Source: an optimization exercise on an open RTL-to-GDS flow (aim: small area, a short achievable clock period and few clock cycles per item). Production flows keep margins and buffers that such runs may drop.
For this run, only the layout was checked, not whether the RTL still works.

--- flow/design.v ---
`default_nettype none
package sparse_pkg;
    localparam int WORD_W  = 16;               
    localparam int INDEX_W = 6;                
    localparam int ADDR_W  = 2 + INDEX_W;      
    localparam int ACC_W   = 2 * WORD_W + 1;   
    localparam int LANES   = 2;                
    localparam int MAX_DIM = 8;                
    localparam int DIM_W   = 4;                
    typedef enum logic [1:0] {
        BANK_A0,
        BANK_A1,
        BANK_B0,
        BANK_B1
    } bank_e;
    typedef logic [LANES-1:0]  lane_mask_t;
    typedef logic [WORD_W-1:0] word_t;
    typedef logic [ACC_W-1:0]  acc_t;
    typedef enum logic [1:0] {
        WALK_IDLE,
        WALK_ISSUE,    
        WALK_WAIT,     
        WALK_DONE
    } walk_state_e;
    typedef enum logic [1:0] {
        FETCH_IDLE,
        FETCH_READ_A,
        FETCH_READ_B,
        FETCH_CLOSE    
    } fetch_state_e;
endpackage
`default_nettype wire
`timescale 1ns/100ps
`default_nettype none
module pair_walker (
    input  logic        clk,
    input  logic        rst,
    input  logic        start,
    input  logic [3:0]  num_rows,
    input  logic [3:0]  num_cols,
    input  logic [15:0] bitmap_a,
    input  logic [15:0] bitmap_b,
    input  logic [15:0] bma_r,       
    input  logic [15:0] bmb_r,
    output logic        issue,       
    output logic        issue_last,  
    output logic [2:0]  row,
    output logic [2:0]  col,
    output logic [2:0]  ka0,
    output logic [2:0]  ka1,
    output logic [2:0]  kb0,
    output logic [2:0]  kb1
);
    logic       run;
    logic       empty;
    logic       last_col;
    logic       last_row;
    logic [1:0] a_bits;
    logic [1:0] b_bits;
    assign empty    = (num_rows == 4'd0) || (num_cols == 4'd0);
    assign issue    = run || (start && !empty);
    assign last_col = ({1'b0, col} == num_cols - 4'd1);
    assign last_row = ({1'b0, row} == num_rows - 4'd1);
    assign issue_last = last_col && last_row;
    assign a_bits = run ? bma_r[{row, 1'b0} +: 2] : bitmap_a[1:0];
    assign b_bits = run ? bmb_r[{col, 1'b0} +: 2] : bitmap_b[1:0];
    always_ff @(posedge clk or negedge rst) begin
        if (!rst) begin
            run <= 1'b0;
            row <= '0;
            col <= '0;
            ka0 <= '0;
            ka1 <= '0;
            kb0 <= '0;
            kb1 <= '0;
        end else if (issue) begin
            if (last_col) begin
                col <= '0;
                kb0 <= '0;
                kb1 <= '0;
                if (last_row) begin
                    run <= 1'b0;
                    row <= '0;
                    ka0 <= '0;
                    ka1 <= '0;
                end else begin
                    run <= 1'b1;
                    row <= row + 3'd1;
                    ka0 <= ka0 + {2'b0, a_bits[0]};
                    ka1 <= ka1 + {2'b0, a_bits[1]};
                end
            end else begin
                run <= 1'b1;
                col <= col + 3'd1;
                kb0 <= kb0 + {2'b0, b_bits[0]};
                kb1 <= kb1 + {2'b0, b_bits[1]};
            end
        end
    end
endmodule
`default_nettype wire
`timescale 1ns/100ps
`default_nettype none
module operand_fetch (
    input  logic              clk,
    input  logic              rst,
    input  logic              issue,
    input  logic              issue_last,
    input  logic [2:0]        row,
    input  logic [2:0]        col,
    input  sparse_pkg::word_t a0_val,
    input  sparse_pkg::word_t a1_val,
    input  sparse_pkg::word_t b0_val,
    input  sparse_pkg::word_t b1_val,
    output logic              op_valid,
    output logic              op_last,
    output logic [2:0]        op_row,
    output logic [2:0]        op_col,
    output sparse_pkg::word_t op_a0,
    output sparse_pkg::word_t op_a1,
    output sparse_pkg::word_t op_b0,
    output sparse_pkg::word_t op_b1
);
    always_ff @(posedge clk or negedge rst) begin
        if (!rst) begin
            op_valid <= 1'b0;
        end else begin
            op_valid <= issue;
        end
    end
    always_ff @(posedge clk) begin
        op_last <= issue_last;
        op_row  <= row;
        op_col  <= col;
        op_a0   <= a0_val;
        op_a1   <= a1_val;
        op_b0   <= b0_val;
        op_b1   <= b1_val;
    end
endmodule
`default_nettype wire
`timescale 1ns/100ps
`default_nettype none
module value_store (
    input  logic                           clk,
    input  logic                           load_en,
    input  sparse_pkg::bank_e              load_bank,
    input  logic [sparse_pkg::INDEX_W-1:0] load_index,
    input  sparse_pkg::word_t              load_data,
    input  logic [2:0]                     a0_idx,
    input  logic [2:0]                     a1_idx,
    input  logic [2:0]                     b0_idx,
    input  logic [2:0]                     b1_idx,
    output sparse_pkg::word_t              a0_val,
    output sparse_pkg::word_t              a1_val,
    output sparse_pkg::word_t              b0_val,
    output sparse_pkg::word_t              b1_val
);
    sparse_pkg::word_t mem [4][8];
    always_ff @(posedge clk) begin
        for (int b = 0; b < 4; b++) begin
            for (int i = 0; i < 8; i++) begin
                if (load_en && load_bank == b && load_index == i) begin
                    mem[b][i] <= load_data;
                end
            end
        end
    end
    assign a0_val = mem[0][a0_idx];
    assign a1_val = mem[1][a1_idx];
    assign b0_val = mem[2][b0_idx];
    assign b1_val = mem[3][b1_idx];
endmodule
`default_nettype wire
`default_nettype none
module mul_cs (
    input  wire [15:0] a,
    input  wire [15:0] b,
    input  wire        m,
    output wire [32:0] s,
    output wire [32:0] c
);
    wire [17:0] bx = {1'b0, b, 1'b0};
    wire [8:0]  on;
    wire [8:0]  tw;
    wire [8:0]  ng;
    wire [17:0] ax = {1'b0, a, 1'b0};
    genvar gj;
    for (gj = 0; gj < 8; gj++) begin : g_enc
        assign on[gj] = m & (bx[2*gj+1] ^ bx[2*gj]);
        assign tw[gj] = m & ((bx[2*gj+2] & ~bx[2*gj+1] & ~bx[2*gj]) | (~bx[2*gj+2] & bx[2*gj+1] & bx[2*gj]));
        assign ng[gj] = m & bx[2*gj+2];
    end
    assign on[8] = 1'b0;
    assign tw[8] = 1'b0;
    assign ng[8] = 1'b0;
    wire [16:0] pp0;
    for (gj = 0; gj < 17; gj++) begin : g_pp0
        assign pp0[gj] = ((on[0] & ax[gj+1]) | (tw[0] & ax[gj])) ^ ng[0];
    end
    wire [16:0] pp1;
    for (gj = 0; gj < 17; gj++) begin : g_pp1
        assign pp1[gj] = ((on[1] & ax[gj+1]) | (tw[1] & ax[gj])) ^ ng[1];
    end
    wire [16:0] pp2;
    for (gj = 0; gj < 17; gj++) begin : g_pp2
        assign pp2[gj] = ((on[2] & ax[gj+1]) | (tw[2] & ax[gj])) ^ ng[2];
    end
    wire [16:0] pp3;
    for (gj = 0; gj < 17; gj++) begin : g_pp3
        assign pp3[gj] = ((on[3] & ax[gj+1]) | (tw[3] & ax[gj])) ^ ng[3];
    end
    wire [16:0] pp4;
    for (gj = 0; gj < 17; gj++) begin : g_pp4
        assign pp4[gj] = ((on[4] & ax[gj+1]) | (tw[4] & ax[gj])) ^ ng[4];
    end
    wire [16:0] pp5;
    for (gj = 0; gj < 17; gj++) begin : g_pp5
        assign pp5[gj] = ((on[5] & ax[gj+1]) | (tw[5] & ax[gj])) ^ ng[5];
    end
    wire [16:0] pp6;
    for (gj = 0; gj < 17; gj++) begin : g_pp6
        assign pp6[gj] = ((on[6] & ax[gj+1]) | (tw[6] & ax[gj])) ^ ng[6];
    end
    wire [16:0] pp7;
    for (gj = 0; gj < 17; gj++) begin : g_pp7
        assign pp7[gj] = ((on[7] & ax[gj+1]) | (tw[7] & ax[gj])) ^ ng[7];
    end
    wire [15:0] pp8 = a & {16{m & b[15]}};
    wire t1;
    wire t2;
    wire t3;
    wire t4;
    wire t5;
    wire t6;
    wire t7;
    wire t8;
    wire t9;
    wire t10;
    wire t11;
    wire t12;
    wire t13;
    wire t14;
    wire t15;
    wire t16;
    wire t17;
    wire t18;
    wire t19;
    wire t20;
    wire t21;
    wire t22;
    wire t23;
    wire t24;
    wire t25;
    wire t26;
    wire t27;
    wire t28;
    wire t29;
    wire t30;
    wire t31;
    wire t32;
    wire t33;
    wire t34;
    wire t35;
    wire t36;
    wire t37;
    wire t38;
    wire t39;
    wire t40;
    wire t41;
    wire t42;
    wire t43;
    wire t44;
    wire t45;
    wire t46;
    wire t47;
    wire t48;
    wire t49;
    wire t50;
    wire t51;
    wire t52;
    wire t53;
    wire t54;
    wire t55;
    wire t56;
    wire t57;
    wire t58;
    wire t59;
    wire t60;
    wire t61;
    wire t62;
    wire t63;
    wire t64;
    wire t65;
    wire t66;
    wire t67;
    wire t68;
    wire t69;
    wire t70;
    wire t71;
    wire t72;
    wire t73;
    wire t74;
    wire t75;
    wire t76;
    wire t77;
    wire t78;
    wire t79;
    wire t80;
    wire t81;
    wire t82;
    wire t83;
    wire t84;
    wire t85;
    wire t86;
    wire t87;
    wire t88;
    wire t89;
    wire t90;
    wire t91;
    wire t92;
    wire t93;
    wire t94;
    wire t95;
    wire t96;
    wire t97;
    wire t98;
    wire t99;
    wire t100;
    wire t101;
    wire t102;
    wire t103;
    wire t104;
    wire t105;
    wire t106;
    wire t107;
    wire t108;
    wire t109;
    wire t110;
    wire t111;
    wire t112;
    wire t113;
    wire t114;
    wire t115;
    wire t116;
    wire t117;
    wire t118;
    wire t119;
    wire t120;
    wire t121;
    wire t122;
    wire t123;
    wire t124;
    wire t125;
    wire t126;
    wire t127;
    wire t128;
    wire t129;
    wire t130;
    wire t131;
    wire t132;
    wire t133;
    wire t134;
    wire t135;
    wire t136;
    wire t137;
    wire t138;
    wire t139;
    wire t140;
    wire t141;
    wire t142;
    wire t143;
    wire t144;
    wire t145;
    wire t146;
    wire t147;
    wire t148;
    wire t149;
    wire t150;
    wire t151;
    wire t152;
    wire t153;
    wire t154;
    wire t155;
    wire t156;
    wire t157;
    wire t158;
    wire t159;
    wire t160;
    wire t161;
    wire t162;
    wire t163;
    wire t164;
    wire t165;
    wire t166;
    wire t167;
    wire t168;
    wire t169;
    wire t170;
    wire t171;
    wire t172;
    wire t173;
    wire t174;
    wire t175;
    wire t176;
    wire t177;
    wire t178;
    wire t179;
    wire t180;
    wire t181;
    wire t182;
    wire t183;
    wire t184;
    wire t185;
    wire t186;
    wire t187;
    wire t188;
    wire t189;
    wire t190;
    wire t191;
    wire t192;
    wire t193;
    wire t194;
    wire t195;
    wire t196;
    wire t197;
    wire t198;
    wire t199;
    wire t200;
    wire t201;
    wire t202;
    wire t203;
    wire t204;
    wire t205;
    wire t206;
    wire t207;
    wire t208;
    wire t209;
    wire t210;
    wire t211;
    wire t212;
    wire t213;
    wire t214;
    wire t215;
    wire t216;
    wire t217;
    wire t218;
    wire t219;
    wire t220;
    wire t221;
    wire t222;
    wire t223;
    wire t224;
    wire t225;
    wire t226;
    wire t227;
    wire t228;
    wire t229;
    wire t230;
    wire t231;
    wire t232;
    wire t233;
    wire t234;
    wire t235;
    wire t236;
    wire t237;
    wire t238;
    wire t239;
    wire t240;
    wire t241;
    wire t242;
    wire t243;
    wire t244;
    wire t245;
    wire t246;
    wire t247;
    wire t248;
    wire t249;
    wire t250;
    wire t251;
    wire t252;
    wire t253;
    wire t254;
    wire t255;
    wire t256;
    wire t257;
    wire t258;
    wire t259;
    wire t260;
    wire t261;
    wire t262;
    wire t263;
    wire t264;
    assign t1 = pp0[10] ^ pp1[8];
    assign t2 = pp0[10] & pp1[8];
    assign t3 = pp0[11] ^ pp1[9];
    assign t4 = pp0[11] & pp1[9];
    assign t5 = pp0[12] ^ pp1[10] ^ pp2[8];
    assign t6 = (pp0[12] & pp1[10]) | (pp0[12] & pp2[8]) | (pp1[10] & pp2[8]);
    assign t7 = pp3[6] ^ pp4[4];
    assign t8 = pp3[6] & pp4[4];
    assign t9 = pp0[13] ^ pp1[11] ^ pp2[9];
    assign t10 = (pp0[13] & pp1[11]) | (pp0[13] & pp2[9]) | (pp1[11] & pp2[9]);
    assign t11 = pp3[7] ^ pp4[5];
    assign t12 = pp3[7] & pp4[5];
    assign t13 = pp0[14] ^ pp1[12] ^ pp2[10];
    assign t14 = (pp0[14] & pp1[12]) | (pp0[14] & pp2[10]) | (pp1[12] & pp2[10]);
    assign t15 = pp3[8] ^ pp4[6] ^ pp5[4];
    assign t16 = (pp3[8] & pp4[6]) | (pp3[8] & pp5[4]) | (pp4[6] & pp5[4]);
    assign t17 = pp6[2] ^ pp7[0];
    assign t18 = pp6[2] & pp7[0];
    assign t19 = pp0[15] ^ pp1[13] ^ pp2[11];
    assign t20 = (pp0[15] & pp1[13]) | (pp0[15] & pp2[11]) | (pp1[13] & pp2[11]);
    assign t21 = pp3[9] ^ pp4[7] ^ pp5[5];
    assign t22 = (pp3[9] & pp4[7]) | (pp3[9] & pp5[5]) | (pp4[7] & pp5[5]);
    assign t23 = pp6[3] ^ pp7[1];
    assign t24 = pp6[3] & pp7[1];
    assign t25 = pp0[16] ^ pp1[14] ^ pp2[12];
    assign t26 = (pp0[16] & pp1[14]) | (pp0[16] & pp2[12]) | (pp1[14] & pp2[12]);
    assign t27 = pp3[10] ^ pp4[8] ^ pp5[6];
    assign t28 = (pp3[10] & pp4[8]) | (pp3[10] & pp5[6]) | (pp4[8] & pp5[6]);
    assign t29 = pp6[4] ^ pp7[2] ^ pp8[0];
    assign t30 = (pp6[4] & pp7[2]) | (pp6[4] & pp8[0]) | (pp7[2] & pp8[0]);
    assign t31 = ng[0] ^ pp1[15] ^ pp2[13];
    assign t32 = (ng[0] & pp1[15]) | (ng[0] & pp2[13]) | (pp1[15] & pp2[13]);
    assign t33 = pp3[11] ^ pp4[9] ^ pp5[7];
    assign t34 = (pp3[11] & pp4[9]) | (pp3[11] & pp5[7]) | (pp4[9] & pp5[7]);
    assign t35 = pp6[5] ^ pp7[3] ^ pp8[1];
    assign t36 = (pp6[5] & pp7[3]) | (pp6[5] & pp8[1]) | (pp7[3] & pp8[1]);
    assign t37 = ng[0] ^ pp1[16] ^ pp2[14];
    assign t38 = (ng[0] & pp1[16]) | (ng[0] & pp2[14]) | (pp1[16] & pp2[14]);
    assign t39 = pp3[12] ^ pp4[10] ^ pp5[8];
    assign t40 = (pp3[12] & pp4[10]) | (pp3[12] & pp5[8]) | (pp4[10] & pp5[8]);
    assign t41 = pp6[6] ^ pp7[4] ^ pp8[2];
    assign t42 = (pp6[6] & pp7[4]) | (pp6[6] & pp8[2]) | (pp7[4] & pp8[2]);
    assign t43 = ~ng[0] ^ ~ng[1] ^ pp2[15];
    assign t44 = (~ng[0] & ~ng[1]) | (~ng[0] & pp2[15]) | (~ng[1] & pp2[15]);
    assign t45 = pp3[13] ^ pp4[11] ^ pp5[9];
    assign t46 = (pp3[13] & pp4[11]) | (pp3[13] & pp5[9]) | (pp4[11] & pp5[9]);
    assign t47 = pp6[7] ^ pp7[5] ^ pp8[3];
    assign t48 = (pp6[7] & pp7[5]) | (pp6[7] & pp8[3]) | (pp7[5] & pp8[3]);
    assign t49 = 1'b1 ^ pp2[16] ^ pp3[14];
    assign t50 = (1'b1 & pp2[16]) | (1'b1 & pp3[14]) | (pp2[16] & pp3[14]);
    assign t51 = pp4[12] ^ pp5[10] ^ pp6[8];
    assign t52 = (pp4[12] & pp5[10]) | (pp4[12] & pp6[8]) | (pp5[10] & pp6[8]);
    assign t53 = pp7[6] ^ pp8[4];
    assign t54 = pp7[6] & pp8[4];
    assign t55 = ~ng[2] ^ pp3[15] ^ pp4[13];
    assign t56 = (~ng[2] & pp3[15]) | (~ng[2] & pp4[13]) | (pp3[15] & pp4[13]);
    assign t57 = pp5[11] ^ pp6[9] ^ pp7[7];
    assign t58 = (pp5[11] & pp6[9]) | (pp5[11] & pp7[7]) | (pp6[9] & pp7[7]);
    assign t59 = 1'b1 ^ pp3[16] ^ pp4[14];
    assign t60 = (1'b1 & pp3[16]) | (1'b1 & pp4[14]) | (pp3[16] & pp4[14]);
    assign t61 = pp5[12] ^ pp6[10];
    assign t62 = pp5[12] & pp6[10];
    assign t63 = ~ng[3] ^ pp4[15] ^ pp5[13];
    assign t64 = (~ng[3] & pp4[15]) | (~ng[3] & pp5[13]) | (pp4[15] & pp5[13]);
    assign t65 = 1'b1 ^ pp4[16];
    assign t66 = 1'b1 & pp4[16];
    assign t67 = pp0[6] ^ pp1[4];
    assign t68 = pp0[6] & pp1[4];
    assign t69 = pp0[7] ^ pp1[5];
    assign t70 = pp0[7] & pp1[5];
    assign t71 = pp0[8] ^ pp1[6] ^ pp2[4];
    assign t72 = (pp0[8] & pp1[6]) | (pp0[8] & pp2[4]) | (pp1[6] & pp2[4]);
    assign t73 = pp3[2] ^ pp4[0];
    assign t74 = pp3[2] & pp4[0];
    assign t75 = pp0[9] ^ pp1[7] ^ pp2[5];
    assign t76 = (pp0[9] & pp1[7]) | (pp0[9] & pp2[5]) | (pp1[7] & pp2[5]);
    assign t77 = pp3[3] ^ pp4[1];
    assign t78 = pp3[3] & pp4[1];
    assign t79 = t1 ^ pp2[6] ^ pp3[4];
    assign t80 = (t1 & pp2[6]) | (t1 & pp3[4]) | (pp2[6] & pp3[4]);
    assign t81 = pp4[2] ^ pp5[0] ^ ng[5];
    assign t82 = (pp4[2] & pp5[0]) | (pp4[2] & ng[5]) | (pp5[0] & ng[5]);
    assign t83 = t2 ^ t3 ^ pp2[7];
    assign t84 = (t2 & t3) | (t2 & pp2[7]) | (t3 & pp2[7]);
    assign t85 = pp3[5] ^ pp4[3] ^ pp5[1];
    assign t86 = (pp3[5] & pp4[3]) | (pp3[5] & pp5[1]) | (pp4[3] & pp5[1]);
    assign t87 = t4 ^ t5 ^ t7;
    assign t88 = (t4 & t5) | (t4 & t7) | (t5 & t7);
    assign t89 = pp5[2] ^ pp6[0] ^ ng[6];
    assign t90 = (pp5[2] & pp6[0]) | (pp5[2] & ng[6]) | (pp6[0] & ng[6]);
    assign t91 = t6 ^ t8 ^ t9;
    assign t92 = (t6 & t8) | (t6 & t9) | (t8 & t9);
    assign t93 = t11 ^ pp5[3] ^ pp6[1];
    assign t94 = (t11 & pp5[3]) | (t11 & pp6[1]) | (pp5[3] & pp6[1]);
    assign t95 = t10 ^ t12 ^ t13;
    assign t96 = (t10 & t12) | (t10 & t13) | (t12 & t13);
    assign t97 = t15 ^ t17 ^ ng[7];
    assign t98 = (t15 & t17) | (t15 & ng[7]) | (t17 & ng[7]);
    assign t99 = t14 ^ t16 ^ t18;
    assign t100 = (t14 & t16) | (t14 & t18) | (t16 & t18);
    assign t101 = t19 ^ t21 ^ t23;
    assign t102 = (t19 & t21) | (t19 & t23) | (t21 & t23);
    assign t103 = t20 ^ t22 ^ t24;
    assign t104 = (t20 & t22) | (t20 & t24) | (t22 & t24);
    assign t105 = t25 ^ t27 ^ t29;
    assign t106 = (t25 & t27) | (t25 & t29) | (t27 & t29);
    assign t107 = t26 ^ t28 ^ t30;
    assign t108 = (t26 & t28) | (t26 & t30) | (t28 & t30);
    assign t109 = t31 ^ t33 ^ t35;
    assign t110 = (t31 & t33) | (t31 & t35) | (t33 & t35);
    assign t111 = t32 ^ t34 ^ t36;
    assign t112 = (t32 & t34) | (t32 & t36) | (t34 & t36);
    assign t113 = t37 ^ t39 ^ t41;
    assign t114 = (t37 & t39) | (t37 & t41) | (t39 & t41);
    assign t115 = t38 ^ t40 ^ t42;
    assign t116 = (t38 & t40) | (t38 & t42) | (t40 & t42);
    assign t117 = t43 ^ t45 ^ t47;
    assign t118 = (t43 & t45) | (t43 & t47) | (t45 & t47);
    assign t119 = t44 ^ t46 ^ t48;
    assign t120 = (t44 & t46) | (t44 & t48) | (t46 & t48);
    assign t121 = t49 ^ t51 ^ t53;
    assign t122 = (t49 & t51) | (t49 & t53) | (t51 & t53);
    assign t123 = t50 ^ t52 ^ t54;
    assign t124 = (t50 & t52) | (t50 & t54) | (t52 & t54);
    assign t125 = t55 ^ t57 ^ pp8[5];
    assign t126 = (t55 & t57) | (t55 & pp8[5]) | (t57 & pp8[5]);
    assign t127 = t56 ^ t58 ^ t59;
    assign t128 = (t56 & t58) | (t56 & t59) | (t58 & t59);
    assign t129 = t61 ^ pp7[8] ^ pp8[6];
    assign t130 = (t61 & pp7[8]) | (t61 & pp8[6]) | (pp7[8] & pp8[6]);
    assign t131 = t60 ^ t62 ^ t63;
    assign t132 = (t60 & t62) | (t60 & t63) | (t62 & t63);
    assign t133 = pp6[11] ^ pp7[9] ^ pp8[7];
    assign t134 = (pp6[11] & pp7[9]) | (pp6[11] & pp8[7]) | (pp7[9] & pp8[7]);
    assign t135 = t64 ^ t65 ^ pp5[14];
    assign t136 = (t64 & t65) | (t64 & pp5[14]) | (t65 & pp5[14]);
    assign t137 = pp6[12] ^ pp7[10] ^ pp8[8];
    assign t138 = (pp6[12] & pp7[10]) | (pp6[12] & pp8[8]) | (pp7[10] & pp8[8]);
    assign t139 = t66 ^ ~ng[4] ^ pp5[15];
    assign t140 = (t66 & ~ng[4]) | (t66 & pp5[15]) | (~ng[4] & pp5[15]);
    assign t141 = pp6[13] ^ pp7[11] ^ pp8[9];
    assign t142 = (pp6[13] & pp7[11]) | (pp6[13] & pp8[9]) | (pp7[11] & pp8[9]);
    assign t143 = 1'b1 ^ pp5[16] ^ pp6[14];
    assign t144 = (1'b1 & pp5[16]) | (1'b1 & pp6[14]) | (pp5[16] & pp6[14]);
    assign t145 = pp7[12] ^ pp8[10];
    assign t146 = pp7[12] & pp8[10];
    assign t147 = ~ng[5] ^ pp6[15] ^ pp7[13];
    assign t148 = (~ng[5] & pp6[15]) | (~ng[5] & pp7[13]) | (pp6[15] & pp7[13]);
    assign t149 = 1'b1 ^ pp6[16];
    assign t150 = 1'b1 & pp6[16];
    assign t151 = pp0[4] ^ pp1[2];
    assign t152 = pp0[4] & pp1[2];
    assign t153 = pp0[5] ^ pp1[3];
    assign t154 = pp0[5] & pp1[3];
    assign t155 = t67 ^ pp2[2] ^ pp3[0];
    assign t156 = (t67 & pp2[2]) | (t67 & pp3[0]) | (pp2[2] & pp3[0]);
    assign t157 = t68 ^ t69 ^ pp2[3];
    assign t158 = (t68 & t69) | (t68 & pp2[3]) | (t69 & pp2[3]);
    assign t159 = t70 ^ t71 ^ t73;
    assign t160 = (t70 & t71) | (t70 & t73) | (t71 & t73);
    assign t161 = t72 ^ t74 ^ t75;
    assign t162 = (t72 & t74) | (t72 & t75) | (t74 & t75);
    assign t163 = t76 ^ t78 ^ t79;
    assign t164 = (t76 & t78) | (t76 & t79) | (t78 & t79);
    assign t165 = t80 ^ t82 ^ t83;
    assign t166 = (t80 & t82) | (t80 & t83) | (t82 & t83);
    assign t167 = t84 ^ t86 ^ t87;
    assign t168 = (t84 & t86) | (t84 & t87) | (t86 & t87);
    assign t169 = t88 ^ t90 ^ t91;
    assign t170 = (t88 & t90) | (t88 & t91) | (t90 & t91);
    assign t171 = t92 ^ t94 ^ t95;
    assign t172 = (t92 & t94) | (t92 & t95) | (t94 & t95);
    assign t173 = t96 ^ t98 ^ t99;
    assign t174 = (t96 & t98) | (t96 & t99) | (t98 & t99);
    assign t175 = t100 ^ t102 ^ t103;
    assign t176 = (t100 & t102) | (t100 & t103) | (t102 & t103);
    assign t177 = t104 ^ t106 ^ t107;
    assign t178 = (t104 & t106) | (t104 & t107) | (t106 & t107);
    assign t179 = t108 ^ t110 ^ t111;
    assign t180 = (t108 & t110) | (t108 & t111) | (t110 & t111);
    assign t181 = t112 ^ t114 ^ t115;
    assign t182 = (t112 & t114) | (t112 & t115) | (t114 & t115);
    assign t183 = t116 ^ t118 ^ t119;
    assign t184 = (t116 & t118) | (t116 & t119) | (t118 & t119);
    assign t185 = t120 ^ t122 ^ t123;
    assign t186 = (t120 & t122) | (t120 & t123) | (t122 & t123);
    assign t187 = t124 ^ t126 ^ t127;
    assign t188 = (t124 & t126) | (t124 & t127) | (t126 & t127);
    assign t189 = t128 ^ t130 ^ t131;
    assign t190 = (t128 & t130) | (t128 & t131) | (t130 & t131);
    assign t191 = t132 ^ t134 ^ t135;
    assign t192 = (t132 & t134) | (t132 & t135) | (t134 & t135);
    assign t193 = t136 ^ t138 ^ t139;
    assign t194 = (t136 & t138) | (t136 & t139) | (t138 & t139);
    assign t195 = t140 ^ t142 ^ t143;
    assign t196 = (t140 & t142) | (t140 & t143) | (t142 & t143);
    assign t197 = t144 ^ t146 ^ t147;
    assign t198 = (t144 & t146) | (t144 & t147) | (t146 & t147);
    assign t199 = t148 ^ t149 ^ pp7[14];
    assign t200 = (t148 & t149) | (t148 & pp7[14]) | (t149 & pp7[14]);
    assign t201 = t150 ^ ~ng[6] ^ pp7[15];
    assign t202 = (t150 & ~ng[6]) | (t150 & pp7[15]) | (~ng[6] & pp7[15]);
    assign t203 = 1'b1 ^ pp7[16];
    assign t204 = 1'b1 & pp7[16];
    assign t205 = pp0[2] ^ pp1[0];
    assign t206 = pp0[2] & pp1[0];
    assign t207 = pp0[3] ^ pp1[1];
    assign t208 = pp0[3] & pp1[1];
    assign t209 = t151 ^ pp2[0] ^ ng[2];
    assign t210 = (t151 & pp2[0]) | (t151 & ng[2]) | (pp2[0] & ng[2]);
    assign t211 = t152 ^ t153 ^ pp2[1];
    assign t212 = (t152 & t153) | (t152 & pp2[1]) | (t153 & pp2[1]);
    assign t213 = t154 ^ t155 ^ ng[3];
    assign t214 = (t154 & t155) | (t154 & ng[3]) | (t155 & ng[3]);
    assign t215 = t156 ^ t157 ^ pp3[1];
    assign t216 = (t156 & t157) | (t156 & pp3[1]) | (t157 & pp3[1]);
    assign t217 = t158 ^ t159 ^ ng[4];
    assign t218 = (t158 & t159) | (t158 & ng[4]) | (t159 & ng[4]);
    assign t219 = t160 ^ t161 ^ t77;
    assign t220 = (t160 & t161) | (t160 & t77) | (t161 & t77);
    assign t221 = t162 ^ t163 ^ t81;
    assign t222 = (t162 & t163) | (t162 & t81) | (t163 & t81);
    assign t223 = t164 ^ t165 ^ t85;
    assign t224 = (t164 & t165) | (t164 & t85) | (t165 & t85);
    assign t225 = t166 ^ t167 ^ t89;
    assign t226 = (t166 & t167) | (t166 & t89) | (t167 & t89);
    assign t227 = t168 ^ t169 ^ t93;
    assign t228 = (t168 & t169) | (t168 & t93) | (t169 & t93);
    assign t229 = t170 ^ t171 ^ t97;
    assign t230 = (t170 & t171) | (t170 & t97) | (t171 & t97);
    assign t231 = t172 ^ t173 ^ t101;
    assign t232 = (t172 & t173) | (t172 & t101) | (t173 & t101);
    assign t233 = t174 ^ t175 ^ t105;
    assign t234 = (t174 & t175) | (t174 & t105) | (t175 & t105);
    assign t235 = t176 ^ t177 ^ t109;
    assign t236 = (t176 & t177) | (t176 & t109) | (t177 & t109);
    assign t237 = t178 ^ t179 ^ t113;
    assign t238 = (t178 & t179) | (t178 & t113) | (t179 & t113);
    assign t239 = t180 ^ t181 ^ t117;
    assign t240 = (t180 & t181) | (t180 & t117) | (t181 & t117);
    assign t241 = t182 ^ t183 ^ t121;
    assign t242 = (t182 & t183) | (t182 & t121) | (t183 & t121);
    assign t243 = t184 ^ t185 ^ t125;
    assign t244 = (t184 & t185) | (t184 & t125) | (t185 & t125);
    assign t245 = t186 ^ t187 ^ t129;
    assign t246 = (t186 & t187) | (t186 & t129) | (t187 & t129);
    assign t247 = t188 ^ t189 ^ t133;
    assign t248 = (t188 & t189) | (t188 & t133) | (t189 & t133);
    assign t249 = t190 ^ t191 ^ t137;
    assign t250 = (t190 & t191) | (t190 & t137) | (t191 & t137);
    assign t251 = t192 ^ t193 ^ t141;
    assign t252 = (t192 & t193) | (t192 & t141) | (t193 & t141);
    assign t253 = t194 ^ t195 ^ t145;
    assign t254 = (t194 & t195) | (t194 & t145) | (t195 & t145);
    assign t255 = t196 ^ t197 ^ pp8[11];
    assign t256 = (t196 & t197) | (t196 & pp8[11]) | (t197 & pp8[11]);
    assign t257 = t198 ^ t199 ^ pp8[12];
    assign t258 = (t198 & t199) | (t198 & pp8[12]) | (t199 & pp8[12]);
    assign t259 = t200 ^ t201 ^ pp8[13];
    assign t260 = (t200 & t201) | (t200 & pp8[13]) | (t201 & pp8[13]);
    assign t261 = t202 ^ t203 ^ pp8[14];
    assign t262 = (t202 & t203) | (t202 & pp8[14]) | (t203 & pp8[14]);
    assign t263 = t204 ^ ~ng[7] ^ pp8[15];
    assign t264 = (t204 & ~ng[7]) | (t204 & pp8[15]) | (~ng[7] & pp8[15]);
    assign s = {t264, t262, t260, t258, t256, t254, t252, t250, t248, t246, t244, t242, t240, t238, t236, t234, t232, t230, t228, t226, t224, t222, t220, t218, t216, t214, t212, t210, t208, t206, t205, pp0[1], pp0[0]};
    assign c = {1'b1, t263, t261, t259, t257, t255, t253, t251, t249, t247, t245, t243, t241, t239, t237, t235, t233, t231, t229, t227, t225, t223, t221, t219, t217, t215, t213, t211, t209, t207, ng[1], 1'b0, ng[0]};
endmodule
module add4 (
    input  wire [32:0] x0,
    input  wire [32:0] x1,
    input  wire [32:0] x2,
    input  wire [32:0] x3,
    output wire [32:0] y
);
    wire u1;
    wire u2;
    wire u3;
    wire u4;
    wire u5;
    wire u6;
    wire u7;
    wire u8;
    wire u9;
    wire u10;
    wire u11;
    wire u12;
    wire u13;
    wire u14;
    wire u15;
    wire u16;
    wire u17;
    wire u18;
    wire u19;
    wire u20;
    wire u21;
    wire u22;
    wire u23;
    wire u24;
    wire u25;
    wire u26;
    wire u27;
    wire u28;
    wire u29;
    wire u30;
    wire u31;
    wire u32;
    wire u33;
    wire u34;
    wire u35;
    wire u36;
    wire u37;
    wire u38;
    wire u39;
    wire u40;
    wire u41;
    wire u42;
    wire u43;
    wire u44;
    wire u45;
    wire u46;
    wire u47;
    wire u48;
    wire u49;
    wire u50;
    wire u51;
    wire u52;
    wire u53;
    wire u54;
    wire u55;
    wire u56;
    wire u57;
    wire u58;
    wire u59;
    wire u60;
    wire u61;
    wire u62;
    wire u63;
    wire u64;
    wire u65;
    wire u66;
    wire u67;
    wire u68;
    wire u69;
    wire u70;
    wire u71;
    wire u72;
    wire u73;
    wire u74;
    wire u75;
    wire u76;
    wire u77;
    wire u78;
    wire u79;
    wire u80;
    wire u81;
    wire u82;
    wire u83;
    wire u84;
    wire u85;
    wire u86;
    wire u87;
    wire u88;
    wire u89;
    wire u90;
    wire u91;
    wire u92;
    wire u93;
    wire u94;
    wire u95;
    wire u96;
    wire u97;
    wire u98;
    wire u99;
    wire u100;
    wire u101;
    wire u102;
    wire u103;
    wire u104;
    wire u105;
    wire u106;
    wire u107;
    wire u108;
    wire u109;
    wire u110;
    wire u111;
    wire u112;
    wire u113;
    wire u114;
    wire u115;
    wire u116;
    wire u117;
    wire u118;
    wire u119;
    wire u120;
    wire u121;
    wire u122;
    wire u123;
    wire u124;
    wire u125;
    wire u126;
    wire u127;
    wire u128;
    wire u129;
    wire u130;
    wire u131;
    wire u132;
    assign u1 = x0[0] ^ x1[0];
    assign u2 = x0[0] & x1[0];
    assign u3 = x0[1] ^ x1[1] ^ x2[1];
    assign u4 = (x0[1] & x1[1]) | (x0[1] & x2[1]) | (x1[1] & x2[1]);
    assign u5 = x0[2] ^ x1[2] ^ x2[2];
    assign u6 = (x0[2] & x1[2]) | (x0[2] & x2[2]) | (x1[2] & x2[2]);
    assign u7 = x0[3] ^ x1[3] ^ x2[3];
    assign u8 = (x0[3] & x1[3]) | (x0[3] & x2[3]) | (x1[3] & x2[3]);
    assign u9 = x0[4] ^ x1[4] ^ x2[4];
    assign u10 = (x0[4] & x1[4]) | (x0[4] & x2[4]) | (x1[4] & x2[4]);
    assign u11 = x0[5] ^ x1[5] ^ x2[5];
    assign u12 = (x0[5] & x1[5]) | (x0[5] & x2[5]) | (x1[5] & x2[5]);
    assign u13 = x0[6] ^ x1[6] ^ x2[6];
    assign u14 = (x0[6] & x1[6]) | (x0[6] & x2[6]) | (x1[6] & x2[6]);
    assign u15 = x0[7] ^ x1[7] ^ x2[7];
    assign u16 = (x0[7] & x1[7]) | (x0[7] & x2[7]) | (x1[7] & x2[7]);
    assign u17 = x0[8] ^ x1[8] ^ x2[8];
    assign u18 = (x0[8] & x1[8]) | (x0[8] & x2[8]) | (x1[8] & x2[8]);
    assign u19 = x0[9] ^ x1[9] ^ x2[9];
    assign u20 = (x0[9] & x1[9]) | (x0[9] & x2[9]) | (x1[9] & x2[9]);
    assign u21 = x0[10] ^ x1[10] ^ x2[10];
    assign u22 = (x0[10] & x1[10]) | (x0[10] & x2[10]) | (x1[10] & x2[10]);
    assign u23 = x0[11] ^ x1[11] ^ x2[11];
    assign u24 = (x0[11] & x1[11]) | (x0[11] & x2[11]) | (x1[11] & x2[11]);
    assign u25 = x0[12] ^ x1[12] ^ x2[12];
    assign u26 = (x0[12] & x1[12]) | (x0[12] & x2[12]) | (x1[12] & x2[12]);
    assign u27 = x0[13] ^ x1[13] ^ x2[13];
    assign u28 = (x0[13] & x1[13]) | (x0[13] & x2[13]) | (x1[13] & x2[13]);
    assign u29 = x0[14] ^ x1[14] ^ x2[14];
    assign u30 = (x0[14] & x1[14]) | (x0[14] & x2[14]) | (x1[14] & x2[14]);
    assign u31 = x0[15] ^ x1[15] ^ x2[15];
    assign u32 = (x0[15] & x1[15]) | (x0[15] & x2[15]) | (x1[15] & x2[15]);
    assign u33 = x0[16] ^ x1[16] ^ x2[16];
    assign u34 = (x0[16] & x1[16]) | (x0[16] & x2[16]) | (x1[16] & x2[16]);
    assign u35 = x0[17] ^ x1[17] ^ x2[17];
    assign u36 = (x0[17] & x1[17]) | (x0[17] & x2[17]) | (x1[17] & x2[17]);
    assign u37 = x0[18] ^ x1[18] ^ x2[18];
    assign u38 = (x0[18] & x1[18]) | (x0[18] & x2[18]) | (x1[18] & x2[18]);
    assign u39 = x0[19] ^ x1[19] ^ x2[19];
    assign u40 = (x0[19] & x1[19]) | (x0[19] & x2[19]) | (x1[19] & x2[19]);
    assign u41 = x0[20] ^ x1[20] ^ x2[20];
    assign u42 = (x0[20] & x1[20]) | (x0[20] & x2[20]) | (x1[20] & x2[20]);
    assign u43 = x0[21] ^ x1[21] ^ x2[21];
    assign u44 = (x0[21] & x1[21]) | (x0[21] & x2[21]) | (x1[21] & x2[21]);
    assign u45 = x0[22] ^ x1[22] ^ x2[22];
    assign u46 = (x0[22] & x1[22]) | (x0[22] & x2[22]) | (x1[22] & x2[22]);
    assign u47 = x0[23] ^ x1[23] ^ x2[23];
    assign u48 = (x0[23] & x1[23]) | (x0[23] & x2[23]) | (x1[23] & x2[23]);
    assign u49 = x0[24] ^ x1[24] ^ x2[24];
    assign u50 = (x0[24] & x1[24]) | (x0[24] & x2[24]) | (x1[24] & x2[24]);
    assign u51 = x0[25] ^ x1[25] ^ x2[25];
    assign u52 = (x0[25] & x1[25]) | (x0[25] & x2[25]) | (x1[25] & x2[25]);
    assign u53 = x0[26] ^ x1[26] ^ x2[26];
    assign u54 = (x0[26] & x1[26]) | (x0[26] & x2[26]) | (x1[26] & x2[26]);
    assign u55 = x0[27] ^ x1[27] ^ x2[27];
    assign u56 = (x0[27] & x1[27]) | (x0[27] & x2[27]) | (x1[27] & x2[27]);
    assign u57 = x0[28] ^ x1[28] ^ x2[28];
    assign u58 = (x0[28] & x1[28]) | (x0[28] & x2[28]) | (x1[28] & x2[28]);
    assign u59 = x0[29] ^ x1[29] ^ x2[29];
    assign u60 = (x0[29] & x1[29]) | (x0[29] & x2[29]) | (x1[29] & x2[29]);
    assign u61 = x0[30] ^ x1[30] ^ x2[30];
    assign u62 = (x0[30] & x1[30]) | (x0[30] & x2[30]) | (x1[30] & x2[30]);
    assign u63 = x0[31] ^ x1[31] ^ x2[31];
    assign u64 = (x0[31] & x1[31]) | (x0[31] & x2[31]) | (x1[31] & x2[31]);
    assign u65 = x0[32] ^ x1[32] ^ x2[32];
    assign u66 = (x0[32] & x1[32]) | (x0[32] & x2[32]) | (x1[32] & x2[32]);
    assign u67 = u1 ^ x2[0];
    assign u68 = u1 & x2[0];
    assign u69 = u2 ^ u3 ^ x3[1];
    assign u70 = (u2 & u3) | (u2 & x3[1]) | (u3 & x3[1]);
    assign u71 = u4 ^ u5 ^ x3[2];
    assign u72 = (u4 & u5) | (u4 & x3[2]) | (u5 & x3[2]);
    assign u73 = u6 ^ u7 ^ x3[3];
    assign u74 = (u6 & u7) | (u6 & x3[3]) | (u7 & x3[3]);
    assign u75 = u8 ^ u9 ^ x3[4];
    assign u76 = (u8 & u9) | (u8 & x3[4]) | (u9 & x3[4]);
    assign u77 = u10 ^ u11 ^ x3[5];
    assign u78 = (u10 & u11) | (u10 & x3[5]) | (u11 & x3[5]);
    assign u79 = u12 ^ u13 ^ x3[6];
    assign u80 = (u12 & u13) | (u12 & x3[6]) | (u13 & x3[6]);
    assign u81 = u14 ^ u15 ^ x3[7];
    assign u82 = (u14 & u15) | (u14 & x3[7]) | (u15 & x3[7]);
    assign u83 = u16 ^ u17 ^ x3[8];
    assign u84 = (u16 & u17) | (u16 & x3[8]) | (u17 & x3[8]);
    assign u85 = u18 ^ u19 ^ x3[9];
    assign u86 = (u18 & u19) | (u18 & x3[9]) | (u19 & x3[9]);
    assign u87 = u20 ^ u21 ^ x3[10];
    assign u88 = (u20 & u21) | (u20 & x3[10]) | (u21 & x3[10]);
    assign u89 = u22 ^ u23 ^ x3[11];
    assign u90 = (u22 & u23) | (u22 & x3[11]) | (u23 & x3[11]);
    assign u91 = u24 ^ u25 ^ x3[12];
    assign u92 = (u24 & u25) | (u24 & x3[12]) | (u25 & x3[12]);
    assign u93 = u26 ^ u27 ^ x3[13];
    assign u94 = (u26 & u27) | (u26 & x3[13]) | (u27 & x3[13]);
    assign u95 = u28 ^ u29 ^ x3[14];
    assign u96 = (u28 & u29) | (u28 & x3[14]) | (u29 & x3[14]);
    assign u97 = u30 ^ u31 ^ x3[15];
    assign u98 = (u30 & u31) | (u30 & x3[15]) | (u31 & x3[15]);
    assign u99 = u32 ^ u33 ^ x3[16];
    assign u100 = (u32 & u33) | (u32 & x3[16]) | (u33 & x3[16]);
    assign u101 = u34 ^ u35 ^ x3[17];
    assign u102 = (u34 & u35) | (u34 & x3[17]) | (u35 & x3[17]);
    assign u103 = u36 ^ u37 ^ x3[18];
    assign u104 = (u36 & u37) | (u36 & x3[18]) | (u37 & x3[18]);
    assign u105 = u38 ^ u39 ^ x3[19];
    assign u106 = (u38 & u39) | (u38 & x3[19]) | (u39 & x3[19]);
    assign u107 = u40 ^ u41 ^ x3[20];
    assign u108 = (u40 & u41) | (u40 & x3[20]) | (u41 & x3[20]);
    assign u109 = u42 ^ u43 ^ x3[21];
    assign u110 = (u42 & u43) | (u42 & x3[21]) | (u43 & x3[21]);
    assign u111 = u44 ^ u45 ^ x3[22];
    assign u112 = (u44 & u45) | (u44 & x3[22]) | (u45 & x3[22]);
    assign u113 = u46 ^ u47 ^ x3[23];
    assign u114 = (u46 & u47) | (u46 & x3[23]) | (u47 & x3[23]);
    assign u115 = u48 ^ u49 ^ x3[24];
    assign u116 = (u48 & u49) | (u48 & x3[24]) | (u49 & x3[24]);
    assign u117 = u50 ^ u51 ^ x3[25];
    assign u118 = (u50 & u51) | (u50 & x3[25]) | (u51 & x3[25]);
    assign u119 = u52 ^ u53 ^ x3[26];
    assign u120 = (u52 & u53) | (u52 & x3[26]) | (u53 & x3[26]);
    assign u121 = u54 ^ u55 ^ x3[27];
    assign u122 = (u54 & u55) | (u54 & x3[27]) | (u55 & x3[27]);
    assign u123 = u56 ^ u57 ^ x3[28];
    assign u124 = (u56 & u57) | (u56 & x3[28]) | (u57 & x3[28]);
    assign u125 = u58 ^ u59 ^ x3[29];
    assign u126 = (u58 & u59) | (u58 & x3[29]) | (u59 & x3[29]);
    assign u127 = u60 ^ u61 ^ x3[30];
    assign u128 = (u60 & u61) | (u60 & x3[30]) | (u61 & x3[30]);
    assign u129 = u62 ^ u63 ^ x3[31];
    assign u130 = (u62 & u63) | (u62 & x3[31]) | (u63 & x3[31]);
    assign u131 = u64 ^ u65 ^ x3[32];
    assign u132 = (u64 & u65) | (u64 & x3[32]) | (u65 & x3[32]);
    wire [32:0] r0 = {u130, u128, u126, u124, u122, u120, u118, u116, u114, u112, u110, u108, u106, u104, u102, u100, u98, u96, u94, u92, u90, u88, u86, u84, u82, u80, u78, u76, u74, u72, u70, u68, u67};
    wire [32:0] r1 = {u131, u129, u127, u125, u123, u121, u119, u117, u115, u113, u111, u109, u107, u105, u103, u101, u99, u97, u95, u93, u91, u89, u87, u85, u83, u81, u79, u77, u75, u73, u71, u69, x3[0]};
    assign y = r0 + r1;
endmodule
`default_nettype wire
`timescale 1ns/100ps
`default_nettype none
module sparse_dot_top #(
    parameter int MAX_ROWS = sparse_pkg::MAX_DIM,
    parameter int MAX_COLS = sparse_pkg::MAX_DIM
) (
    input  logic                                  clk,
    input  logic                                  rst,
    input  logic                                  load_en,
    input  sparse_pkg::bank_e                     load_bank,
    input  logic [sparse_pkg::INDEX_W-1:0]        load_index,
    input  sparse_pkg::word_t                     load_data,
    input  logic                                  start,
    input  logic [sparse_pkg::DIM_W-1:0]          num_rows,
    input  logic [sparse_pkg::DIM_W-1:0]          num_cols,
    input  logic [sparse_pkg::LANES*MAX_ROWS-1:0] bitmap_a,
    input  logic [sparse_pkg::LANES*MAX_COLS-1:0] bitmap_b,
    output logic                                  busy,
    output logic                                  done,
    output logic                                  result_valid,
    output logic [sparse_pkg::DIM_W-1:0]          result_row,
    output logic [sparse_pkg::DIM_W-1:0]          result_col,
    output sparse_pkg::acc_t                      result_value
);
    logic [15:0] bma_r;
    logic [15:0] bmb_r;
    always_ff @(posedge clk) begin
        bma_r <= bitmap_a;
        bmb_r <= bitmap_b;
    end
    logic              issue;
    logic              issue_last;
    logic [2:0]        row;
    logic [2:0]        col;
    logic [2:0]        ka0;
    logic [2:0]        ka1;
    logic [2:0]        kb0;
    logic [2:0]        kb1;
    sparse_pkg::word_t a0_val;
    sparse_pkg::word_t a1_val;
    sparse_pkg::word_t b0_val;
    sparse_pkg::word_t b1_val;
    pair_walker i_pair_walker (
        .clk        (clk),
        .rst        (rst),
        .start      (start),
        .num_rows   (num_rows),
        .num_cols   (num_cols),
        .bitmap_a   (bitmap_a),
        .bitmap_b   (bitmap_b),
        .bma_r      (bma_r),
        .bmb_r      (bmb_r),
        .issue      (issue),
        .issue_last (issue_last),
        .row        (row),
        .col        (col),
        .ka0        (ka0),
        .ka1        (ka1),
        .kb0        (kb0),
        .kb1        (kb1)
    );
    value_store i_value_store (
        .clk        (clk),
        .load_en    (load_en),
        .load_bank  (load_bank),
        .load_index (load_index),
        .load_data  (load_data),
        .a0_idx     (ka0),
        .a1_idx     (ka1),
        .b0_idx     (kb0),
        .b1_idx     (kb1),
        .a0_val     (a0_val),
        .a1_val     (a1_val),
        .b0_val     (b0_val),
        .b1_val     (b1_val)
    );
    logic              op_valid;
    logic              op_last;
    logic [2:0]        op_row;
    logic [2:0]        op_col;
    sparse_pkg::word_t op_a0;
    sparse_pkg::word_t op_a1;
    sparse_pkg::word_t op_b0;
    sparse_pkg::word_t op_b1;
    operand_fetch i_operand_fetch (
        .clk        (clk),
        .rst        (rst),
        .issue      (issue),
        .issue_last (issue_last),
        .row        (row),
        .col        (col),
        .a0_val     (a0_val),
        .a1_val     (a1_val),
        .b0_val     (b0_val),
        .b1_val     (b1_val),
        .op_valid   (op_valid),
        .op_last    (op_last),
        .op_row     (op_row),
        .op_col     (op_col),
        .op_a0      (op_a0),
        .op_a1      (op_a1),
        .op_b0      (op_b0),
        .op_b1      (op_b1)
    );
    logic [32:0] p0_s;
    logic [32:0] p0_c;
    logic [32:0] p1_s;
    logic [32:0] p1_c;
    logic [1:0]  op_mask;
    mul_cs i_mul0 (.a(op_a0), .b(op_b0), .m(op_mask[0]), .s(p0_s), .c(p0_c));
    mul_cs i_mul1 (.a(op_a1), .b(op_b1), .m(op_mask[1]), .s(p1_s), .c(p1_c));
    assign op_mask = bma_r[{op_row, 1'b0} +: 2] & bmb_r[{op_col, 1'b0} +: 2];
    logic        cs_valid;
    logic        cs_last;
    logic [2:0]  cs_row;
    logic [2:0]  cs_col;
    logic [32:0] cs_p0_s;
    logic [32:0] cs_p0_c;
    logic [32:0] cs_p1_s;
    logic [32:0] cs_p1_c;
    always_ff @(posedge clk or negedge rst) begin
        if (!rst) begin
            cs_valid <= 1'b0;
        end else begin
            cs_valid <= op_valid;
        end
    end
    always_ff @(posedge clk) begin
        cs_last <= op_last;
        cs_row  <= op_row;
        cs_col  <= op_col;
        cs_p0_s <= p0_s;
        cs_p0_c <= p0_c;
        cs_p1_s <= p1_s;
        cs_p1_c <= p1_c;
    end
    logic [32:0] sum;
    add4 i_add4 (
        .x0 (cs_p0_s),
        .x1 (cs_p0_c),
        .x2 (cs_p1_s),
        .x3 (cs_p1_c),
        .y  (sum)
    );
    logic empty_start;
    assign empty_start = start && ((num_rows == 4'd0) || (num_cols == 4'd0));
    always_ff @(posedge clk or negedge rst) begin
        if (!rst) begin
            result_valid <= 1'b0;
            done         <= 1'b0;
            busy         <= 1'b0;
        end else begin
            result_valid <= cs_valid;
            done         <= (cs_valid && cs_last) || empty_start;
            busy         <= start || (busy && !done);
        end
    end
    always_ff @(posedge clk) begin
        result_row   <= {1'b0, cs_row};
        result_col   <= {1'b0, cs_col};
        result_value <= sum;
    end
endmodule
`default_nettype wire
--- flow/run.sh ---
#!/bin/bash
# synth_recipe.tcl (not shown) runs the flow's synth.tcl, then flattens the netlist and writes it again
# the make line also repeats each setting of config.mk as NAME=value (left out here)
make -C /OpenROAD-flow-scripts/flow DESIGN_CONFIG=/design/flow/config.mk WORK_HOME=/design/flow/orfs CLKGATE_MAP_FILE= SYNTH_SCRIPT=/design/flow/synth_recipe.tcl finish
--- flow/config.mk ---
export PLATFORM = sky130hd
export DESIGN_NAME = sparse_dot_top
export DESIGN_NICKNAME = sparse_dot_top
export VERILOG_FILES = /design/flow/design.v
export SDC_FILE = /design/flow/constraint.sdc
export NUM_CORES = 4
export LEC_CHECK = 0
export ABC_CLOCK_PERIOD_IN_PS = 3000
export CAP_MARGIN = 20
export CORE_MARGIN = 2
export CORE_UTILIZATION = 50
export SLEW_MARGIN = 20
--- flow/constraint.sdc ---
create_clock -name core_clock -period 10.0 [get_ports {clk}]
set_input_delay 2.0000 -clock core_clock [delete_from_list [all_inputs] [get_ports {clk}]]
set_output_delay 2.0000 -clock core_clock [all_outputs]
set_load 0.01 [all_outputs]
==> flow_summary_export.csv <==
group,metric,value,unit
sta,slew_headroom,0.243,
setup_path,rr_endpoint,"cs_p0_c[20]",
layout,seqCellArea,0.0215,mm^2
floorplanning,dieHeight,313,um
route,drtAntennaViolNets,0,
layout,fill_cells,8230,
cts,cts.clk_slew.worst_paths,60,ps
synth,synth_seq_cells,813,
layout,drive_gt1_frac,0.0884,
run,max_cap_viol_count,0,
global_route,grt_pass1_vias,33400,
route,drt-initial-drc-count,3544,
global_route,grt_max_degree,80,
sta,fmax,198,MHz
synth,synth.distinct_cells,87,
route,dr.pass1.iters,6,
sta,tns,0,ps
sta,tightest_slew,1130,ps
setup_path,path_cells,"mux4_2, mux2i_1, or2_4, buf_4, a21oi_1, fa_1, inv_1, fa_1, fa_1, inv_1, fa_1",
cts,cts_hold_buf,0,
setup_path,crit_top_cell,"fa_1",
setup_path,crit_family,"adder cells",
global_route,antenna_found_initial,1,
sta,hold_slack,325,ps
synth,synth_area,0.0476,mm^2
floorplanning,io_pins,112,
sta,setup_ws,4950,ps
worst_hold_path,min_path_type,"flip-flop to flip-flop",
floorplanning,start_util,0.502,
sta,period_minus_slack,5050,ps
setup_path,r2r_setup_slack,4950,ps
sta,rsz0062_at_grt,"no",
outcome,status,"timing/DRC/antenna clean",
cts,post-cts-setup-buffers,0,
cts,clk_latency,680,ps
global_route,grt_pass1_wl,206,mm
global_route,grt_usage,0.275,
setup_path,worstSetupPathType,"flip-flop to flip-flop",
floorplanning,rows,113,
synth,synth_cells,4629,
sta,clock_skew,35.2,ps
setup_path,cp_data_required_time,10530,ps
setup_path,timing.rr.start,"i_operand_fetch.op_col[0]",
placement,dpl.hpwl,92.1,mm
layout,nets,4966,
floorplanning,core_region_area,0.0947,mm^2
floorplanning,die-area,0.0977,mm^2
placement,portBuffers,109,
cts,cts_buffers,86,
synth,synthFlopType,"edfxtp_1",
setup_path,cp.arrival,5580,ps
cts,cts_tree,"built",
synth,synth_area_leaders,"edfxtp_1, dfxtp_1, fa_1",
synth,synth_area_leader_cell,"edfxtp_1",
synth,async_flop_share,0.0295,
setup_path,critPathLaunchType,"flip-flop",
cts,cts_resized,0,
setup_path,critPathBufInv,3,
sta,timing.final.hold_violations,0,
cts,htreeDepth,3,
worst_hold_path,min_path_cells,0,
setup_path,worstPathMaxFanout,55,
placement,post-place-ws,5010,ps
setup_path,slowest_delay,590,ps
route,finalWirelength,135,mm
route,vias_per_cell,5.95,
global_route,grt.overflow.total,0,
layout,multi_input_area,0.0234,mm^2
synth,yosys_warnings,5,
sta,period_share,0.505,
route,drc,0,
setup_path,cpMaxStageDelayCell,"buf_4",
route,via_count,35000,
layout,area_growth,10.7,%
cts,cts_root_buf,"clkbuf_16",
placement,place.gp.congestion,0.916,
floorplanning,die_w,313,um
worst_hold_path,hold_start,"cs_row[1]",
cts,numClockSinks,813,
sta,drv_slew,0,
setup_path,ff2ff_path_depth,11,
setup_path,crit_path_end_kind,"flip-flop",
synth,synth_edf_count,512,
synth,synth_top_area_share,0.323,
synth,avgSynthCellArea,10.3,um^2
synth,seq_area_frac_synth,0.452,
worst_hold_path,holdPathEnd,"result_row[1]",
route,wl_per_cell,23.0,um
sta,setup_violations,0,
cts,cts.path.max_buffers,3,
-- state kept, by name (all words and copies together) (netlist names), 16 cells and up --
signal and count:
bma_r 16, bmb_r 16, cs_p0_c 31, cs_p0_s 33, cs_p1_c 31, cs_p1_s 33
i_operand_fetch.op_a0 16, i_operand_fetch.op_a1 16, i_operand_fetch.op_b0 16, i_operand_fetch.op_b1 16, i_value_store.mem 512, result_value 33
-- area by class of cell --
class,count,share of cell area
diodes,4,0.000190
clock buffers,121,0.0474
clock inverters,41,0.00972
inverters,310,0.0221
multi-input cells,3100,0.444
flip-flops and latches,813,0.409
well taps,1265,0.0301
repair buffers,230,0.0379
-- worst max-delay path by stage --
stage,end,startpoint,cells past startpoint
6_report,cs_p0_c[20],i_operand_fetch.op_col[0],11
3_5_place_dp,cs_p0_c[16],i_operand_fetch.op_col[0],11
5_1_grt,cs_p0_c[20],i_operand_fetch.op_col[0],11
2_1_floorplan,cs_p0_c[16],i_operand_fetch.op_col[0],13
4_1_cts,cs_p0_c[20],i_operand_fetch.op_col[0],11
3_3_place_gp,cs_p0_c[16],i_operand_fetch.op_col[0],11
-- cells by family after synthesis --
kind of cell             synth area share
adder cells (fa/ha/maj)             0.163
flip-flops                          0.452
AO/OA/AOI/OAI                       0.152
AND/OR/NAND/NOR                     0.108
buffers and inverters              0.0579
XOR/XNOR                           0.0121
other                           0.0000788
multiplexers                       0.0550
-- Yosys cell counts, drive strengths merged, types with 47 or more instances --
| library cell | instances |
|---|---|
| edfxtp | 512 |
| buf | 90 |
| a221oi | 50 |
| a21oi | 273 |
| nand3 | 84 |
| mux4 | 53 |
| nor3 | 60 |
| inv | 297 |
| nand2 | 541 |
| clkbuf | 317 |
| fa | 267 |
| a22oi | 132 |
| ha | 90 |
| maj3 | 130 |
| nor2 | 362 |
| o311ai | 47 |
| o21ai | 408 |
| mux2i | 95 |
| o22ai | 48 |
| dfxtp | 277 |
-- worst reg2reg max path, delay by kind of cell, from the launching register on --
kind | cells | cell delay (ps)
AOI/OAI and AO/OA | 1 | 190
adders and majority gates | 4 | 1940
buffers and inverters | 3 | 710
DFF | 1 | 490
muxes | 2 | 1030
and+or+nand+nor | 1 | 560
-- routing by layer --
layer / vias up / wire [um] / global-route usage
met4: 0 / 4740 / 0.0974
met1: 17200 / 58100 / 0.383
met5: - / 0 / 0
met3: 210 / 9220 / 0.0366
met2: 1394 / 63200 / 0.442
li1: 16200 / - / -
-- per-stage QoR --
| stage | util | instance area (um^2) | std cells |
|---|---|---|---|
| 4_1_cts | 0.556 | 52600 | 5880 |
| 6_report | 0.556 | 52700 | 5884 |
| 5_1_grt | 0.556 | 52700 | 5880 |
| 2_1_floorplan | - | 47600 | 4630 |
| 3_5_place_dp | 0.524 | 49600 | 5718 |
| 3_3_place_gp | 0.524 | 49600 | 5718 |
-- placed cells by master, fill, tap and decap left out, drive strengths merged, types with 47 or more instances in the layout --
cell type      netlist  final
a21oi              273    273
a221oi              50     50
a22oi              132    132
buf                 90    122
clkbuf             317    121
clkdlybuf4s50        0    108
dfxtp              277    277
edfxtp             512    512
fa                 267    267
ha                  90     90
inv                297    298
maj3               130    130
mux2i               95     95
mux4                53     53
nand2              541    541
nand3               84     84
nor2               362    362
nor3                60     60
o21ai              408    408
o22ai               48     48
o311ai              47     47

==> port drivers added, routing unchanged <==
The results above use ideal ports. As a check the final layout listed here was re-extracted and re-timed, cells and wires unchanged.
Step 1, drivers: a clkbuf_16 drives clk and a buf_2 each remaining input, both assumed.
Step 2 moves the port delays by t, midway between the first and last clock arrival at a register: inputs arrive t later, outputs are due t later. That takes back most of the time a late clock gives input paths.
Three values: no drivers, after step 1, after step 2; two values: the first two.
shift t [ns]: 0.738
setup slack, ns: 4.951 / 4.951 / 4.951
hold slack, ns: 0.325 / 0.325 / 0.325
worst setup path after step 2: register to register
After both steps setup and hold are still met in this run. The setup slack of this run moves by 0.000 ns with the drivers and by 0.000 ns with both steps.
